This is an optimization exercise on Yosys and OpenROAD, whose aim is small area and a short achievable clock period, not a production implementation.
Only simulation tests tie the RTL to the original design; equivalence was not proved.
Power and IR drop assume default switching activity.

Design block_data_memory, start of the top module:
module block_data_memory #(
    parameter int LATENCY    = 5,
    parameter int ADDR_WIDTH = 6,
    parameter int DATA_WIDTH = 32
) (
    input  logic                  CLOCK,
    input  logic                  RESET_N,
    input  logic                  READ,
    input  logic                  WRITE,
    input  logic [ADDR_WIDTH-1:0] ADDRESS,
    input  logic [DATA_WIDTH-1:0] WRITEDATA,
    output logic [DATA_WIDTH-1:0] READDATA,
    output logic                  BUSYWAIT
);
    localparam int RB   = 2;                       
    localparam int RL   = 1 << RB;                 
    localparam int NR   = 1 << (ADDR_WIDTH - RB);  
    localparam int NGRP = NR / 3;                  
    logic                       idle_n;       
    logic                       busy_n;       
    logic [LATENCY-1:0]         acc;          
    logic                       start;        
    logic                       fire;         
    logic [RB-1:0]              req_addr;     
    logic [DATA_WIDTH-1:0]      xfer;         
    logic [DATA_WIDTH-1:0]      xfer_in;
    logic                       req_write;    
    logic                       cleared;      
    logic                       clr;          
    logic [DATA_WIDTH-1:0]      wbus;         
    logic [RB-1:0]              rot;          
    logic [RB-1:0]              pos_next;     
    logic                       at_port;      
    logic                       entering;     
    logic [NR-1:0]              ring_sel;     
    logic [NR-1:0]              wr_word;      
    logic [NR-1:0]              wr_ring;      
  ...
For scale: about 3100 cells after synthesis, ~52000 um2 of cells after synthesis.
clock: 5.5 ns
lec_check: 0
cap_margin: 10
core_margin: 2
core_utilization: 70
setup_slack_margin: 2.9
slew_margin: 10
synth_hierarchical: 1
standard.sh (not shown) runs the stock make flow with config.mk's settings and CLKGATE_MAP_FILE= SYNTH_SCRIPT=/design/flow/synth_recipe.tcl, a recipe that flattens the netlist after the stock synthesis.
==> flow/flow/run.sh <==
#!/bin/bash
# The standard layout (standard.sh, all steps), with one change in clock tree
# synthesis: larger sink clusters (27 sinks, 75 um) and no dummy loads, so the
# tree needs far fewer buffers. The make output goes to standard.log here; each
# step's own log is under orfs/logs/.
set -euo pipefail
here=$(cd "$(dirname "${BASH_SOURCE[0]}")/.." && pwd)
cd "$here"
export CTS_ARGS="-sink_clustering_enable -repair_clock_nets -dont_use_dummy_load -sink_clustering_size 27 -sink_clustering_max_diameter 75"
bash ./standard.sh > "$here/standard.log" 2>&1
Rerun with:
--- a/flow/config.mk
+++ b/flow/config.mk
@@ -8 +8 @@
-export CAP_MARGIN = 10
+export CAP_MARGIN = 20
@@ -11,2 +11,2 @@
-export SETUP_SLACK_MARGIN = 2.9
-export SLEW_MARGIN = 10
+export SETUP_SLACK_MARGIN = 3.1
+export SLEW_MARGIN = 20
After rerunning:
- via count is higher by a few percent
- synthesized area is unchanged
- core utilization is higher by 0.37 points
- sequential cell count is unchanged
- critical path depth does not change
Rerun with:
--- a/flow/config.mk
+++ b/flow/config.mk
@@ -10,2 +10,2 @@
-export CORE_UTILIZATION = 70
-export SETUP_SLACK_MARGIN = 3.1
+export CORE_UTILIZATION = 65
+export SETUP_SLACK_MARGIN = 2.9
Result:
- combinational power stays flat
- worst setup slack gains 0.042 ns
- die area rose by 7.6%
Rerun with:
==> flow/flow/run.sh (replaced) <==
#!/bin/bash
# The standard layout (standard.sh, all steps), with two changes:
# - clock tree synthesis uses larger sink clusters (27 sinks, 75 um) and no
#   dummy loads, so the tree needs far fewer buffers;
# - the port buffers that placement inserts on every input and output are
#   buf_2 cells rather than the delay cells it picks by default.
# The make output goes to standard.log here; each step's own log is under
# orfs/logs/.
set -euo pipefail
here=$(cd "$(dirname "${BASH_SOURCE[0]}")/.." && pwd)
cd "$here"
export CTS_ARGS="-sink_clustering_enable -repair_clock_nets -dont_use_dummy_load -sink_clustering_size 27 -sink_clustering_max_diameter 75"
export BUFFER_PORTS_ARGS="-buffer_cell sky130_fd_sc_hd__buf_2"
bash ./standard.sh > "$here/standard.log" 2>&1
--- a/flow/config.mk
+++ b/flow/config.mk
@@ -10 +10 @@
-export CORE_UTILIZATION = 65
+export CORE_UTILIZATION = 70
What happened:
- The changed run ran to the end with no violations
- synthesized cell count stays the same
- final area goes down by 0.78%
- worst setup slack is worse by 0.045 ns
- sequential cell count does not change
- utilization goes up by 5.2 points
- via count goes up by about 1.3%
- total power goes down by 0.47%
- count of clock-buffer cells in the layout is unchanged
- combinational power goes down by about 3%
- sequential power barely changes
- non-clock buffer count goes down by 2

-- afterwards: timing with drivers on the ports --
No port has a modelled driver above. Below, the same layouts with a new extraction and two added sets of constraints.
Step 1: set_driving_cell puts a clkbuf_16 on CLOCK and a buf_2 on each other input, an assumption about the parent block.
Step 2, shift: input delay + t, output delay - t, t = (earliest + latest rising clock arrival at the registers) / 2. This alone moves slack from input paths to output paths.
Three values: no drivers, after step 1, after step 2; two values: the first two.
run	shift t [ns]	setup WS [ns]	worst setup path at the end	worst slew at a driven data input, ns
the first run	0.726	2.860 / 2.819 / 2.350	input to register	0.15
the second run	0.720	2.819 / 2.777 / 2.599	input to register	0.10
the third run	0.717	2.861 / 2.820 / 2.529	input to register	0.15
the fourth run	0.730	2.815 / 2.745 / 2.384	input to register	0.15
After both steps every run listed still meets setup and hold. The setup slack of the first run, which loses most, moves by -0.041 ns with the drivers and by -0.510 ns with both steps.
